This design comes from an exercise in tuning for small area on the open sky130 flow, not from production work.
Function was checked by simulation only, so behaviour that the tests miss may differ from the original.
Power is estimated from default activity; no workload was simulated.

Design hwsw_frame_commit, start of the top module:
module hwsw_frame_commit #(
   parameter int NUM_OBJ  = 16,
   parameter int SCREEN_H = 480
) (
   input  logic                                 clk,
   input  logic                                 reset,
   input  logic [1:0]                           to_hw_sig,
   input  logic [NUM_OBJ*32-1:0]                to_hw_data,
   input  logic                                 frame_start,
   output logic [1:0]                           to_sw_sig,
   output logic [NUM_OBJ*hwsw_pkg::COORD_W-1:0] obj_x,
   output logic [NUM_OBJ*hwsw_pkg::COORD_W-1:0] obj_y,
   output logic [NUM_OBJ*3-1:0]                 obj_state,
   output logic [NUM_OBJ*3-1:0]                 obj_type,
   output logic                                 frame_committed,
   output logic                                 proto_err
);
   localparam int CW = hwsw_pkg::COORD_W;
   logic [1:0]  state_q, state_d;
   logic [1:0]  cur_phase_q, cur_phase_d;
   logic [1:0]  to_sw_sig_q, to_sw_sig_d;
   logic [2:0]  seen_mask_q, seen_mask_d;
   logic        frame_committed_q, frame_committed_d;
   logic        proto_err_q, proto_err_d;
   logic        commit;
   logic [1:0]  wr_phase;
   logic [2:0]  cur_bit;
   logic        wr_x, wr_y, wr_st;
   always_comb begin
      case (cur_phase_q)
         hwsw_pkg::X_P:  cur_bit = 3'b010;
         hwsw_pkg::Y_P:  cur_bit = 3'b100;
         hwsw_pkg::ST_P: cur_bit = 3'b001;
         default:        cur_bit = 3'b000;
      endcase
   end
   always_comb begin
      state_d           = state_q;
      cur_phase_d       = cur_phase_q;
      to_sw_sig_d       = to_sw_sig_q;
      proto_err_d       = proto_err_q;
      commit            = frame_start && (seen_mask_q == 3'b111);
      frame_committed_d = commit;
      wr_phase          = (state_q == hwsw_pkg::S_CAPTURE) ? cur_phase_q : hwsw_pkg::IDLE_P;
      seen_mask_d       = commit ? 3'b000 : seen_mask_q;
      case (state_q)
         hwsw_pkg::S_IDLE: begin
            to_sw_sig_d = 2'd0;
            if (to_hw_sig != 2'd0) begin
               cur_phase_d = to_hw_sig;
               state_d     = hwsw_pkg::S_CAPTURE;
            end
         end
         hwsw_pkg::S_CAPTURE: begin
            seen_mask_d = seen_mask_d | cur_bit;
            to_sw_sig_d = cur_phase_q;
            state_d     = hwsw_pkg::S_ACK;
         end
         hwsw_pkg::S_ACK: begin
            if (to_hw_sig == 2'd0) begin
  ...
export LEC_CHECK = 0
export CAP_MARGIN = 5
export CORE_MARGIN = 2
export CORE_UTILIZATION = 40
export GPL_ROUTABILITY_DRIVEN = 0
export GPL_TIMING_DRIVEN = 0
export SLEW_MARGIN = 5
export SYNTH_HIERARCHICAL = 1
export SYNTH_MINIMUM_KEEP_SIZE = 0
create_clock -name core_clock -period 5.0 [get_ports {clk}]
standard.sh (not shown) runs the stock make flow with config.mk's settings and CLKGATE_MAP_FILE= SYNTH_SCRIPT=/design/flow/synth_recipe.tcl, a recipe that flattens the netlist after the stock synthesis.
==> flow/flow/run.sh <==
#!/bin/bash
# Own layout flow: the standard ORFS flow (standard.sh, synthesis
# unchanged), with smaller port buffers, a lighter clock tree and synthesis's
# speed-sized gates brought back to their smallest drive strength.
# Power grid, tap cells, placement and routing are the standard flow's.
set -euo pipefail
cd "$(dirname "$0")/.."
HERE="$(pwd)"

# Every input and output port still gets its own buffer; it is buf_1 rather
# than the flow's default pick, as the ports only drive/see light loads.
export BUFFER_PORTS_ARGS="-buffer_cell sky130_fd_sc_hd__buf_1"

# After floorplan: smallest drive strength for each logic gate; placement's
# repair_design and the later timing repairs size up where needed.
export POST_FLOORPLAN_TCL="$HERE/flow/downsize.tcl"

# Clock tree of clkbuf_8 clusters, without the dummy loads CTS adds for
# balancing.
export CTS_ARGS="-sink_clustering_enable -repair_clock_nets -dont_use_dummy_load -buf_list {sky130_fd_sc_hd__clkbuf_8} -sink_clustering_size 18 -sink_clustering_max_diameter 80"

bash standard.sh > standard_flow.log 2>&1
Other scripts of this flow, unchanged in this note and not shown: flow/flow/downsize.tcl
The first run produced a clean layout.
Next try:
--- a/flow/config.mk
+++ b/flow/config.mk
@@ -11,2 +10,0 @@
-export GPL_ROUTABILITY_DRIVEN = 0
-export GPL_TIMING_DRIVEN = 0
Result: Final area went down by 1.6%. Core utilization went down by 0.72 points. Power went down by 1.2%. Clock power stays flat. Hold slack gains 42 ps. Clock-buffer cell count does not change. Sequential share of layout area went up by 0.98 points. Routed wire length went down by 4.8%. Via count went down by 2.0%. Die area stays the same.

* * *

Setup of oak:
Starting RTL as in the previous note.
==> flow/config.mk <==
export PLATFORM = sky130hd
export DESIGN_NAME = hwsw_frame_commit
export DESIGN_NICKNAME = hwsw_frame_commit
export VERILOG_FILES = /design/flow/design.v
export SDC_FILE = /design/flow/constraint.sdc
export NUM_CORES = 4
export LEC_CHECK = 0
export CAP_MARGIN = 20
export CORE_MARGIN = 2
export CORE_UTILIZATION = 40
export SLEW_MARGIN = 20
export SYNTH_HIERARCHICAL = 1
export SYNTH_MINIMUM_KEEP_SIZE = 0
==> flow/constraint.sdc <==
create_clock -name core_clock -period 5.0 [get_ports {clk}]
set_input_delay 1.0000 -clock core_clock [delete_from_list [all_inputs] [get_ports {clk}]]
set_output_delay 1.0000 -clock core_clock [all_outputs]
set_load 0.01 [all_outputs]
==> flow/flow/run.sh <==
#!/bin/bash
# Own layout flow: the standard ORFS flow, with smaller port buffers and
# a lighter clock tree. Everything else (synthesis, floorplan, power grid,
# tap cells, placement, routing) is the standard flow unchanged.
set -euo pipefail
cd "$(dirname "$0")/.."

# Every input and output port still gets its own buffer; it is buf_1 rather
# than the flow's default pick, as the ports only drive/see light loads.
export BUFFER_PORTS_ARGS="-buffer_cell sky130_fd_sc_hd__buf_1"

# Clock tree without the dummy loads CTS adds for balancing.
export CTS_ARGS="-sink_clustering_enable -repair_clock_nets -dont_use_dummy_load -buf_list {${CTS_BUFS:-sky130_fd_sc_hd__clkbuf_8}} -sink_clustering_size ${CTS_SIZE:-18} -sink_clustering_max_diameter ${CTS_DIAM:-50}"

bash standard.sh > standard_flow.log 2>&1
Setup changes, oak to pine
==> flow/run.sh (new file) <==
#!/bin/bash
# synth_recipe.tcl (not shown) runs the flow's synth.tcl, then flattens the netlist and writes it again
# the make line also repeats each setting of config.mk as NAME=value (left out here)
make -C /OpenROAD-flow-scripts/flow DESIGN_CONFIG=/design/flow/config.mk WORK_HOME=/design/flow/orfs CLKGATE_MAP_FILE= SYNTH_SCRIPT=/design/flow/synth_recipe.tcl finish
removed: flow/flow/run.sh
removed: flow/standard.sh
### Flow results
- Relative area change from synthesis to final layout, oak and pine, higher one = pine.
- Compared with oak, pine shows fmax higher by 0.018 GHz.
- In the tables for oak and pine, pre-CTS setup slack reads lower with pine.
- Looking at beginning of the critical path, the state_q[0] result is from oak; the frame_start one comes from pine.

* * *

The RTL this note starts from:
==> flow/design.v <==
package hwsw_pkg;
   localparam int COORD_W = 10;
   localparam logic [1:0] IDLE_P = 2'd0;
   localparam logic [1:0] X_P    = 2'd1;
   localparam logic [1:0] Y_P    = 2'd2;
   localparam logic [1:0] ST_P   = 2'd3;
   localparam logic [1:0] S_IDLE    = 2'd0;
   localparam logic [1:0] S_CAPTURE = 2'd1;
   localparam logic [1:0] S_ACK     = 2'd2;
   localparam int REC_W = 2*COORD_W + 6;
endpackage
module hwsw_obj_slot #(
   parameter int SLOT_IDX = 0,
   parameter int SCREEN_H = 480
) (
   input  logic                         clk,
   input  logic                         reset,
   input  logic                         wr_x,        
   input  logic                         wr_x_n,
   input  logic                         wr_y,        
   input  logic                         wr_y_n,
   input  logic                         wr_st,       
   input  logic                         wr_st_n,
   input  logic [31:0]                  wr_data,
   input  logic                         commit,
   input  logic                         commit_n,
   output logic [hwsw_pkg::COORD_W-1:0] active_x,
   output logic [hwsw_pkg::COORD_W-1:0] active_y,
   output logic [2:0]                   active_state,
   output logic [2:0]                   active_typ
);
   localparam int CW = hwsw_pkg::COORD_W;
   localparam bit YFLIP = 1'b0;
   localparam logic [CW-1:0] SCREEN_H_C = CW'(SCREEN_H);
   logic [CW-1:0] sh_x_q, sh_y_q;
   logic [2:0]    sh_st_q, sh_ty_q;
   logic [CW-1:0] ac_x_q, ac_y_q;
   logic [2:0]    ac_st_q, ac_ty_q;
   logic [CW-1:0] y_in;
   assign y_in = (YFLIP && (SLOT_IDX != 0)) ? SCREEN_H_C - wr_data[CW-1:0]
                                            : wr_data[CW-1:0];
   always_ff @(posedge clk) begin
      sh_x_q  <= ({CW{wr_x}}  & wr_data[CW-1:0]) | ({CW{wr_x_n}}  & sh_x_q);
      sh_y_q  <= ({CW{wr_y}}  & y_in)            | ({CW{wr_y_n}}  & sh_y_q);
      sh_st_q <= ({3{wr_st}}  & wr_data[2:0])    | ({3{wr_st_n}}  & sh_st_q);
      sh_ty_q <= ({3{wr_st}}  & wr_data[5:3])    | ({3{wr_st_n}}  & sh_ty_q);
   end
   always_ff @(posedge clk or posedge reset) begin
      if (reset) begin
         ac_x_q  <= '0;
         ac_y_q  <= '0;
         ac_st_q <= '0;
         ac_ty_q <= '0;
      end else begin
         ac_x_q  <= ({CW{commit}} & sh_x_q)  | ({CW{commit_n}} & ac_x_q);
         ac_y_q  <= ({CW{commit}} & sh_y_q)  | ({CW{commit_n}} & ac_y_q);
         ac_st_q <= ({3{commit}}  & sh_st_q) | ({3{commit_n}}  & ac_st_q);
         ac_ty_q <= ({3{commit}}  & sh_ty_q) | ({3{commit_n}}  & ac_ty_q);
      end
   end
   assign active_x     = ac_x_q;
   assign active_y     = ac_y_q;
   assign active_state = ac_st_q;
   assign active_typ   = ac_ty_q;
endmodule
module hwsw_frame_commit #(
   parameter int NUM_OBJ  = 16,
   parameter int SCREEN_H = 480
) (
   input  logic                                 clk,
   input  logic                                 reset,
   input  logic [1:0]                           to_hw_sig,
   input  logic [NUM_OBJ*32-1:0]                to_hw_data,
   input  logic                                 frame_start,
   output logic [1:0]                           to_sw_sig,
   output logic [NUM_OBJ*hwsw_pkg::COORD_W-1:0] obj_x,
   output logic [NUM_OBJ*hwsw_pkg::COORD_W-1:0] obj_y,
   output logic [NUM_OBJ*3-1:0]                 obj_state,
   output logic [NUM_OBJ*3-1:0]                 obj_type,
   output logic                                 frame_committed,
   output logic                                 proto_err
);
   localparam int CW = hwsw_pkg::COORD_W;
   logic [1:0]  state_q, state_d;
   logic [1:0]  cur_phase_q, cur_phase_d;
   logic [1:0]  to_sw_sig_q, to_sw_sig_d;
   logic [2:0]  seen_mask_q, seen_mask_d;
   logic        frame_committed_q, frame_committed_d;
   logic        proto_err_q, proto_err_d;
   logic        commit;
   logic [1:0]  wr_phase;
   logic [2:0]  cur_bit;
   logic        wr_x, wr_y, wr_st;
   always_comb begin
      case (cur_phase_q)
         hwsw_pkg::X_P:  cur_bit = 3'b010;
         hwsw_pkg::Y_P:  cur_bit = 3'b100;
         hwsw_pkg::ST_P: cur_bit = 3'b001;
         default:        cur_bit = 3'b000;
      endcase
   end
   always_comb begin
      state_d           = state_q;
      cur_phase_d       = cur_phase_q;
      to_sw_sig_d       = to_sw_sig_q;
      proto_err_d       = proto_err_q;
      commit            = frame_start && (seen_mask_q == 3'b111);
      frame_committed_d = commit;
      wr_phase          = (state_q == hwsw_pkg::S_CAPTURE) ? cur_phase_q : hwsw_pkg::IDLE_P;
      seen_mask_d       = commit ? 3'b000 : seen_mask_q;
      case (state_q)
         hwsw_pkg::S_IDLE: begin
            to_sw_sig_d = 2'd0;
            if (to_hw_sig != 2'd0) begin
               cur_phase_d = to_hw_sig;
               state_d     = hwsw_pkg::S_CAPTURE;
            end
         end
         hwsw_pkg::S_CAPTURE: begin
            seen_mask_d = seen_mask_d | cur_bit;
            to_sw_sig_d = cur_phase_q;
            state_d     = hwsw_pkg::S_ACK;
         end
         hwsw_pkg::S_ACK: begin
            if (to_hw_sig == 2'd0) begin
               to_sw_sig_d = 2'd0;
               state_d     = hwsw_pkg::S_IDLE;
            end else if (to_hw_sig != cur_phase_q) begin
               proto_err_d = 1'b1;
            end
         end
         default: begin
            to_sw_sig_d = 2'd0;
            state_d     = hwsw_pkg::S_IDLE;
         end
      endcase
   end
   always_ff @(posedge clk or posedge reset) begin
      if (reset) begin
         state_q           <= hwsw_pkg::S_IDLE;
         cur_phase_q       <= hwsw_pkg::IDLE_P;
         to_sw_sig_q       <= 2'd0;
         seen_mask_q       <= 3'b000;
         frame_committed_q <= 1'b0;
         proto_err_q       <= 1'b0;
      end else begin
         state_q           <= state_d;
         cur_phase_q       <= cur_phase_d;
         to_sw_sig_q       <= to_sw_sig_d;
         seen_mask_q       <= seen_mask_d;
         frame_committed_q <= frame_committed_d;
         proto_err_q       <= proto_err_d;
      end
   end
   assign wr_x            = (wr_phase == hwsw_pkg::X_P);
   assign wr_y            = (wr_phase == hwsw_pkg::Y_P);
   assign wr_st           = (wr_phase == hwsw_pkg::ST_P);
   assign to_sw_sig       = to_sw_sig_q;
   assign frame_committed = frame_committed_q;
   assign proto_err       = proto_err_q;
   for (genvar i = 0; i < NUM_OBJ; i++) begin : g_slot
      hwsw_obj_slot #(
         .SLOT_IDX (i),
         .SCREEN_H (SCREEN_H)
      ) u_slot (
         .clk          (clk),
         .reset        (reset),
         .wr_x         (wr_x),
         .wr_x_n       (~wr_x),
         .wr_y         (wr_y),
         .wr_y_n       (~wr_y),
         .wr_st        (wr_st),
         .wr_st_n      (~wr_st),
         .wr_data      (to_hw_data[32*i +: 32]),
         .commit       (commit),
         .commit_n     (~commit),
         .active_x     (obj_x[CW*i +: CW]),
         .active_y     (obj_y[CW*i +: CW]),
         .active_state (obj_state[3*i +: 3]),
         .active_typ   (obj_type[3*i +: 3])
      );
   end
endmodule
==> flow/config.mk <==
export PLATFORM = sky130hd
export DESIGN_NAME = hwsw_frame_commit
export DESIGN_NICKNAME = hwsw_frame_commit
export VERILOG_FILES = /design/flow/design.v
export SDC_FILE = /design/flow/constraint.sdc
export NUM_CORES = 4
export LEC_CHECK = 0
export CAP_MARGIN = 20
export CORE_MARGIN = 2
export CORE_UTILIZATION = 40
export SLEW_MARGIN = 20
export SYNTH_HIERARCHICAL = 1
export SYNTH_MINIMUM_KEEP_SIZE = 0
==> flow/constraint.sdc <==
create_clock -name core_clock -period 5.0 [get_ports {clk}]
set_input_delay 1.0000 -clock core_clock [delete_from_list [all_inputs] [get_ports {clk}]]
set_output_delay 1.0000 -clock core_clock [all_outputs]
set_load 0.01 [all_outputs]
==> flow/flow/run.sh <==
#!/bin/bash
# Own layout flow: the standard ORFS flow (standard.sh, synthesis
# unchanged), with smaller port buffers, a lighter clock tree and synthesis's
# speed-sized gates brought back to their smallest drive strength.
# Power grid, tap cells, placement and routing are the standard flow's.
set -euo pipefail
cd "$(dirname "$0")/.."
HERE="$(pwd)"

# Every input and output port still gets its own buffer; it is buf_1 rather
# than the flow's default pick, as the ports only drive/see light loads.
export BUFFER_PORTS_ARGS="-buffer_cell sky130_fd_sc_hd__buf_1"

# After floorplan: smallest drive strength for each logic gate; placement's
# repair_design and the later timing repairs size up where needed.
export POST_FLOORPLAN_TCL="$HERE/flow/downsize.tcl"

# Clock tree of clkbuf_8 clusters, without the dummy loads CTS adds for
# balancing.
export CTS_ARGS="-sink_clustering_enable -repair_clock_nets -dont_use_dummy_load -buf_list {sky130_fd_sc_hd__clkbuf_8} -sink_clustering_size 18 -sink_clustering_max_diameter 80"

bash standard.sh > standard_flow.log 2>&1
Other scripts of this flow, unchanged in this note and not shown: flow/flow/downsize.tcl
Edit:
--- a/flow/flow/run.sh
+++ b/flow/flow/run.sh
@@ -20 +20 @@
-export CTS_ARGS="-sink_clustering_enable -repair_clock_nets -dont_use_dummy_load -buf_list {sky130_fd_sc_hd__clkbuf_8} -sink_clustering_size 18 -sink_clustering_max_diameter 80"
+export CTS_ARGS="-sink_clustering_enable -repair_clock_nets -dont_use_dummy_load -buf_list {sky130_fd_sc_hd__clkbuf_8} -sink_clustering_size 30 -sink_clustering_max_diameter 40"
PLACE_DENSITY = 0.85   (was default)
First-iteration DRC count went up by 5.5%.
Area after synthesis is unchanged.
Setup slack is better by 0.41 ns.
Edit:
--- a/flow/flow/run.sh
+++ b/flow/flow/run.sh
@@ -20 +20 @@
-export CTS_ARGS="-sink_clustering_enable -repair_clock_nets -dont_use_dummy_load -buf_list {sky130_fd_sc_hd__clkbuf_8} -sink_clustering_size 30 -sink_clustering_max_diameter 40"
+export CTS_ARGS="-sink_clustering_enable -repair_clock_nets -dont_use_dummy_load -buf_list {sky130_fd_sc_hd__clkbuf_8 sky130_fd_sc_hd__clkbuf_16} -sink_clustering_size 20 -sink_clustering_max_diameter 80"
PLACE_DENSITY = default   (was 0.85)
The new run went through all stages and came out clean.
Setup slack degrades by 0.37 ns.
Worst hold slack gains 0.037 ns.
Routed wire length came out higher by 7.5%.
Via count drops by 1.7%.
Area after synthesis does not change.
Edit:
--- a/flow/flow/run.sh
+++ b/flow/flow/run.sh
@@ -20 +20 @@
-export CTS_ARGS="-sink_clustering_enable -repair_clock_nets -dont_use_dummy_load -buf_list {sky130_fd_sc_hd__clkbuf_8 sky130_fd_sc_hd__clkbuf_16} -sink_clustering_size 20 -sink_clustering_max_diameter 80"
+export CTS_ARGS="-sink_clustering_enable -repair_clock_nets -dont_use_dummy_load -buf_list {sky130_fd_sc_hd__clkbuf_16} -sink_clustering_size 40 -sink_clustering_max_diameter 60"
After rerunning:
- synthesized area is unchanged
- clock skew rises by 0.025 ns
- worst hold slack loses 0.0075 ns
- setup slack gains 0.049 ns
- design area rises by 0.31%
- cell count stays flat
- via count hardly moves
- synthesized cell count stays the same

==> re-timing with driven ports <==
No port has a modelled driver above. Below, the same layouts with a new extraction and two added sets of constraints.
Step 1 assumes that a clkbuf_16 drives the clock port and a buf_2 every other input.
Step 2 times the ports against the registers' clock, not the clock port: input delays grow and output delays shrink by t, the midpoint of the rising clock arrivals with the driver on.
Slacks: ideal ports / drivers / drivers and shift; pairs: ideal ports / drivers.
run | shift t [ns] | setup slack, ns | worst hold slack (ns) | worst setup path after step 2 | pins driven straight from the clock port
the first run of note 1 | 0.705 | 1.743 / 1.713 / 1.008 | 0.427 / 0.427 / 0.427 | input to register | 1
the second run of note 1 | 0.725 | 1.646 / 1.646 / 1.646 | 0.469 / 0.469 / 0.469 | register to register | 1
oak | 0.702 | 1.986 / 1.986 / 1.662 | 0.429 / 0.429 / 0.429 | input to register | 1
pine | 0.684 | 2.140 / 2.084 / 1.400 | 0.473 / 0.473 / 0.473 | input to register | 1
the first run of note 3 | 0.734 | 1.580 / 1.580 / 1.580 | 0.473 / 0.473 / 0.473 | register to register | 1
the second run of note 3 | 0.703 | 1.988 / 1.988 / 1.712 | 0.429 / 0.429 / 0.429 | input to register | 1
the third run of note 3 | 0.647 | 1.615 / 1.615 / 1.615 | 0.465 / 0.465 / 0.465 | register to register | 1
the fourth run of note 3 | 0.656 | 1.664 / 1.664 / 1.664 | 0.458 / 0.458 / 0.458 | register to register | 1
After both steps every run listed still meets setup and hold. For pine, which loses most, drivers alone change the setup slack by -0.056 ns; drivers and shift together by -0.740 ns.
